This design comes from an exercise in tuning for a short achievable clock period and few clock cycles per item on the open sky130 flow, not from production work.
At most, simulation tests tie the RTL to the original design; equivalence was not proved.
The flow treats the clock pin as an ideal source. Dropping or thinning the clock tree relies on that and would not hold on a real chip.
Power figures rest on the tool's default switching activity, not on a simulated workload.

== zinc ==
Design dma_write_top, start of the top module:
module dma_write_top (
    input  logic                   clk,
    input  logic                   reset,
    input  logic                   desc_push,
    input  logic [31:0]            desc_control,
    input  logic [31:0]            desc_pkt_begin,
    input  logic [31:0]            desc_pkt_end,
    input  logic [31:0]            desc_write_address,
    output logic                   desc_full,
    input  logic                   data_push,
    input  avalon_pkg::bus_word_t  data_in,
    output logic                   data_full,
    output avalon_pkg::bus_addr_t  avm_address,
    output avalon_pkg::bus_word_t  avm_writedata,
    output logic                   avm_write,
    output avalon_pkg::burst_cnt_t avm_burstcount,
    input  logic                   avm_waitrequest,
    output logic                   busy,
    output logic                   done_irq,
    output logic [15:0]            xfer_count,
    output logic [15:0]            drop_count
);
Size in the first run: about 1800 cells after synthesis, roughly 780 flip-flops, ~280 I/O pins, about 26000 µm² of cells after synthesis.
clock: 5.0 ns
lec_check: 0
cap_margin: 20
core_margin: 2
core_utilization: 55
setup_slack_margin: 3.5
slew_margin: 20
standard.sh (not shown) runs the stock make flow with config.mk's settings and CLKGATE_MAP_FILE= SYNTH_SCRIPT=/design/flow/synth_recipe.tcl, a recipe that flattens the netlist after the stock synthesis.
==> flow/flow/run.sh <==
#!/bin/bash
# The standard layout, except that the clock tree is built by flow/pre_cts.tcl.
# ORFS writes each step's log under orfs/logs; make's own output goes to standard_flow.log.
set -euo pipefail
export PRE_CTS_TCL="$PWD/flow/pre_cts.tcl"
bash standard.sh > standard_flow.log 2>&1
Other scripts of this flow, unchanged in this note and not shown: flow/flow/clock_tree.tcl, flow/flow/pre_cts.tcl
Testbench counts of zinc, summed over its fixed seeds: cycles 34,223, items 2,400.
Input changes introduced in fjord (baseline for comparison: zinc):
diff --git a/flow/config.mk b/flow/config.mk
--- a/flow/config.mk
+++ b/flow/config.mk
@@ -9,3 +9,3 @@
 export CORE_MARGIN = 2
-export CORE_UTILIZATION = 55
+export CORE_UTILIZATION = 40
 export SETUP_SLACK_MARGIN = 3.5
[summary]
fjord was carried through to the last stage, and its layout satisfied the timing, design-rule and antenna checks. Comparing number of nets in the finished design for zinc and fjord, the smaller number came from zinc. Delta (fjord minus zinc): register share of the cell area shows a reduction of 1.1 points, die area shows an increase of 18000 µm². Comparing fjord against zinc, there is no change at all in total congestion overflow. First-pass GRT wire length, zinc and fjord: lower on zinc. Comparing zinc and fjord, the lower final cycle utilization of the critical path was measured on zinc. fjord vs. zinc: combinational share of power went up by 0.6 points.
In every run of this note, the design's own scripts or RTL, not TritonCTS, make the clock network.

---

dma_write_top, a different RTL version from the one above (not shown whole).
For scale: ~1800 cells after synthesis, roughly 280 I/O pins.
clock: 5.0 ns
lec_check: 0
cap_margin: 20
core_margin: 2
core_utilization: 40
cts_buf_list: sky130_fd_sc_hd__clkbuf_8
setup_slack_margin: 3.5
slew_margin: 20
run.sh (not shown) runs the stock make flow with config.mk's settings and CLKGATE_MAP_FILE= SYNTH_SCRIPT=/design/flow/synth_recipe.tcl, a recipe that flattens the netlist after the stock synthesis.
Stock flow here: none of the scripts above is used.
The first run completed with no timing, DRC or antenna violations.
==> next run, changes <==
Settings changed: CORE_UTILIZATION 40 to 70, CTS_BUF_LIST sky130_fd_sc_hd__clkbuf_8 to default.
Result: Now the flow died in global routing (5_1_grt). Area after synthesis does not change. Synthesized cell count does not change.
==> next run, changes <==
Settings changed: CORE_UTILIZATION 70 to 40, CTS_CLUSTER_DIAMETER from default to 60, CTS_CLUSTER_SIZE from default to 24.
Now the flow finished clean.
Synthesized area is unchanged.
Synthesized cell count does not change.
Function was not checked in any run of this note: the RTL went through the layout flow alone.

---

Setup of v6:
dma_write_top, a different RTL version from the one above (not shown whole).
Size in the first run: ~280 I/O pins, roughly 25000 sq um of cells after synthesis.
export LEC_CHECK = 0
export CAP_MARGIN = 20
export CORE_MARGIN = 2
export CORE_UTILIZATION = 40
export SETUP_SLACK_MARGIN = 3.5
export SLEW_MARGIN = 20
create_clock -name core_clock -period 5.0 [get_ports {clk}]
standard.sh (not shown) runs the stock make flow with config.mk's settings and CLKGATE_MAP_FILE= SYNTH_SCRIPT=/design/flow/synth_recipe.tcl, a recipe that flattens the netlist after the stock synthesis.
==> flow/flow/pre_cts.tcl <==
# Sourced by ORFS's cts.tcl before its clock_tree_synthesis call (PRE_CTS_TCL).
# Builds a two-level clock tree (root buffers on the clock port, leaf buffers on groups of
# flip-flops) in place of TritonCTS, then lets cts.tcl go on with legalisation and repair.
source [file join [file dirname [info script]] clock_tree.tcl]
build_clock_tree clk 4 28 sky130_fd_sc_hd__clkbuf_16
global_connect
set_propagated_clock [all_clocks]
rename clock_tree_synthesis __triton_clock_tree_synthesis
proc clock_tree_synthesis {args} {
  puts "clock tree built by pre_cts.tcl; clock_tree_synthesis $args skipped"
}
Scripts as last shown in full above: flow/flow/run.sh
Other scripts of this flow, unchanged in this note and not shown: flow/flow/clock_tree.tcl
Testbench counts of v6, summed over its fixed seeds: cycles 34,223, items 2,400.
### v6 -> v7
-- flow/flow/pre_cts.tcl --
<<< v6, line 4
source [file join [file dirname [info script]] clock_tree.tcl]
build_clock_tree clk 4 28 sky130_fd_sc_hd__clkbuf_16
global_connect
>>> v7, line 4
source [file join [file dirname [info script]] clock_tree.tcl]
build_clock_tree clk 4 20 sky130_fd_sc_hd__clkbuf_16
global_connect
Findings:
- Having completed the whole flow, v7 delivered a layout that passed the timing, design-rule and antenna checks.
- Going from v6 to v7, footprint of the multi-input gates grew slightly.
- More vias were needed by v7 than by v6.
- Number of cells upsized or downsized after cts sits lower in v7 than in v6.
- v6 → v7: met2 wire length moved up; clock power moved up.
- v6 has higher combinational group share of total power than v7.
- Largest clock skew in the final design (higher): v7
- Summary of v7 over v6: worst setup slack after layout moved up; total wire length after detailed routing ~0 delta; global-route usage has remained practically unchanged.
In every run of this note, the design's own scripts or RTL, not TritonCTS, make the clock network.

---

north:
dma_write_top, a different RTL version from the one above (not shown whole).
Size in the first run: roughly 2000 cells after synthesis, about 790 flip-flops.
export LEC_CHECK = 0
export CAP_MARGIN = 20
export CORE_MARGIN = 2
export CORE_UTILIZATION = 55
export SETUP_SLACK_MARGIN = 3.5
export SLEW_MARGIN = 20
create_clock -name core_clock -period 5.0 [get_ports {clk}]
Scripts as last shown in full above: flow/flow/run.sh
Other scripts of this flow, unchanged in this note and not shown: flow/flow/clock_tree.tcl, flow/flow/pre_cts.tcl
--- input diff north..south ---
diff --git a/flow/config.mk b/flow/config.mk
--- a/flow/config.mk
+++ b/flow/config.mk
@@ -10 +10 @@
-export CORE_UTILIZATION = 55
+export CORE_UTILIZATION = 40
south reached the end of the flow, and the finished layout is clean on the timing, design-rule and antenna checks.
For final net count, north and south come out practically identical.
Summary of south over north: post-cts sizing count went up 0.62%, total power did not really move, area used by multi-input combinational logic saw a decrease, final non-filler cell area now smaller, post-route fraction of the period consumed by the critical path down 0.35 points.
Sequential share of layout area, north and south, lower one = north.
Function was not checked in any run of this note: the RTL went through the layout flow alone. No run of this note takes its clock network from TritonCTS; it comes from the design's own scripts or RTL.

---

Another version of the RTL of dma_write_top (not shown whole).
Size: roughly 2,200 cells after synthesis, roughly 280 I/O pins.
Settings: LEC_CHECK=0, CAP_MARGIN=20, CORE_MARGIN=2, CORE_UTILIZATION=40, SETUP_SLACK_MARGIN=3.0, SLEW_MARGIN=20; clock period 5.0 ns.
run.sh (not shown) runs the stock make flow with config.mk's settings and CLKGATE_MAP_FILE= SYNTH_SCRIPT=/design/flow/synth_recipe.tcl, a recipe that flattens the netlist after the stock synthesis.
Stock flow here: none of the scripts above is used.
Testbench counts at the start, summed over its fixed seeds: cycles 34,223, items 2,400.
Next try:
Settings changed: ABC_CLOCK_PERIOD_IN_PS set to 1500.
Synthesized area stays the same.
Global-route usage stays the same.
Non-clock buffer count does not change.
Via count stays the same.
Setup slack stays the same.
Register-to-register slack barely changes.
Wire length does not change.
Utilization is unchanged.
Final area does not change.
Worst hold slack stays the same.

---

== run 5 ==
Another version of the RTL of dma_write_top (not shown whole).
For scale: roughly 2100 cells after synthesis, ~870 flip-flops, roughly 280 I/O pins, roughly 0.029 mm2 of cells after synthesis.
export LEC_CHECK = 0
export CAP_MARGIN = 20
export CORE_MARGIN = 2
export CORE_UTILIZATION = 40
export SETUP_SLACK_MARGIN = 3.5
export SLEW_MARGIN = 20
create_clock -name core_clock -period 5.0 [get_ports {clk}]
standard.sh (not shown) runs the stock make flow with config.mk's settings and CLKGATE_MAP_FILE= SYNTH_SCRIPT=/design/flow/synth_recipe.tcl, a recipe that flattens the netlist after the stock synthesis.
==> flow/flow/pre_cts.tcl <==
# Sourced by ORFS's cts.tcl before its clock_tree_synthesis call (PRE_CTS_TCL).
# Builds a two-level clock tree (root buffers on the clock port, leaf buffers on groups of
# flip-flops) in place of TritonCTS, then lets cts.tcl go on with legalisation and repair.
source [file join [file dirname [info script]] clock_tree.tcl]
build_clock_tree clk 4 20 sky130_fd_sc_hd__buf_12 sky130_fd_sc_hd__buf_16
global_connect
set_propagated_clock [all_clocks]
rename clock_tree_synthesis __triton_clock_tree_synthesis
proc clock_tree_synthesis {args} {
  puts "clock tree built by pre_cts.tcl; clock_tree_synthesis $args skipped"
}
Scripts as last shown in full above: flow/flow/run.sh
Other scripts of this flow, unchanged in this note and not shown: flow/flow/clock_tree.tcl
Run 5 finished every stage and its layout cleared the timing, design-rule and antenna checks.
Modified inputs, run 3 compared to run 5
==> flow/flow/move_flops.tcl (new file) <==
# Put each flip-flop that drives an output port's buffer next to that buffer.
proc move_output_flops {} {
  set block [ord::get_db_block]
  set n 0
  foreach bt [$block getBTerms] {
    if {[$bt getIoType] ne "OUTPUT"} continue
    set net [$bt getNet]
    if {$net eq "NULL"} continue
    set buf ""
    foreach it [$net getITerms] { if {[$it isOutputSignal]} { set buf [$it getInst] } }
    if {$buf eq ""} continue
    set drv ""
    foreach it [$buf getITerms] {
      if {[$it isInputSignal]} {
        set in [$it getNet]
        if {$in eq "NULL"} continue
        foreach jt [$in getITerms] { if {[$jt isOutputSignal]} { set drv [$jt getInst] } }
      }
    }
    if {$drv eq ""} continue
    if {![string match "*dfxtp*" [[$drv getMaster] getName]]} continue
    # only flip-flops whose output feeds this buffer alone
    set fo 0
    foreach jt [$drv getITerms] { if {[$jt isOutputSignal]} { set fo [llength [[$jt getNet] getITerms]] } }
    if {$fo < 2} continue
    lassign [$buf getLocation] bx by
    $drv setLocation $bx $by
    $drv setPlacementStatus PLACED
    incr n
  }
  puts "move_output_flops: moved $n flip-flops next to their output buffers"
  detailed_placement
}
==> flow/flow/pre_cts.tcl <==
# Sourced by ORFS's cts.tcl before its clock_tree_synthesis call (PRE_CTS_TCL).
# Moves the flip-flops that drive output ports next to their port buffers, then builds a
# two-level clock tree (root buffers on the clock port, leaf buffers on groups of
# flip-flops) in place of TritonCTS, and lets cts.tcl go on with legalisation and repair.
source [file join [file dirname [info script]] move_flops.tcl]
source [file join [file dirname [info script]] clock_tree.tcl]
move_output_flops
build_clock_tree clk 4 20 sky130_fd_sc_hd__buf_12 sky130_fd_sc_hd__buf_16
global_connect
set_propagated_clock [all_clocks]
rename clock_tree_synthesis __triton_clock_tree_synthesis
proc clock_tree_synthesis {args} {
  puts "clock tree built by pre_cts.tcl; clock_tree_synthesis $args skipped"
}
--- outcome ---
- [run 3] global-route track usage on met1 rose 2.0 points relative to run 5
- Area: run 3 vs run 5 -> run 3 larger
- Of run 5 and run 3, the run reporting the lower cell count was run 5.
- Storage element area delta (run 3 -> run 5): insignificant
- Against run 5, average wire length per cell after detail routing in run 3 rose by a few percent.
- Between run 3 and run 5, it is run 3 whose initial antenna violation count is higher, by 3.
No functional check of the RTL was part of any run of this note. In every run of this note, the design's own scripts or RTL, not TritonCTS, make the clock network.

[afterwards: timing with drivers on the ports]
The results above use ideal ports. As a check the final layouts listed here were re-extracted and re-timed, cells and wires unchanged. Step 1: set_driving_cell puts a clkbuf_16 on clk and a buf_2 on each other input, an assumption about the parent block. Step 2 moves the port delays by t, midway between the first and last clock arrival at a register: inputs arrive t later, outputs are due t later. That takes back most of the time a late clock gives input paths. Slacks: ideal / step 1 / step 2; pairs: ideal / step 1.
run	shift t [ns]	setup slack, ns	worst register clock-pin slew, ns
zinc	0.505	3.129 / 3.011 / 2.701	0.09 / 0.09
fjord	0.520	3.122 / 2.994 / 2.717	0.09 / 0.09
the first run of note 2	0.832	2.741 / 2.679 / 2.692	0.06 / 0.06
the third run of note 2	0.685	2.876 / 2.814 / 2.723	0.10 / 0.10
v6	0.500	3.073 / 3.001 / 2.651	0.11 / 0.11
v7	0.516	3.083 / 2.959 / 2.650	0.08 / 0.08
north	0.485	3.063 / 3.024 / 2.831	0.09 / 0.09
south	0.491	3.080 / 3.020 / 2.964	0.09 / 0.09
the first run of note 5	0.741	2.527 / 2.527 / 1.975	0.07 / 0.07
the second run of note 5	0.741	2.527 / 2.527 / 1.975	0.07 / 0.07
run 5	0.506	3.134 / 2.990 / 2.867	0.09 / 0.09
run 3	0.512	3.148 / 3.003 / 2.893	0.09 / 0.09
After both steps every run listed still meets setup and hold.
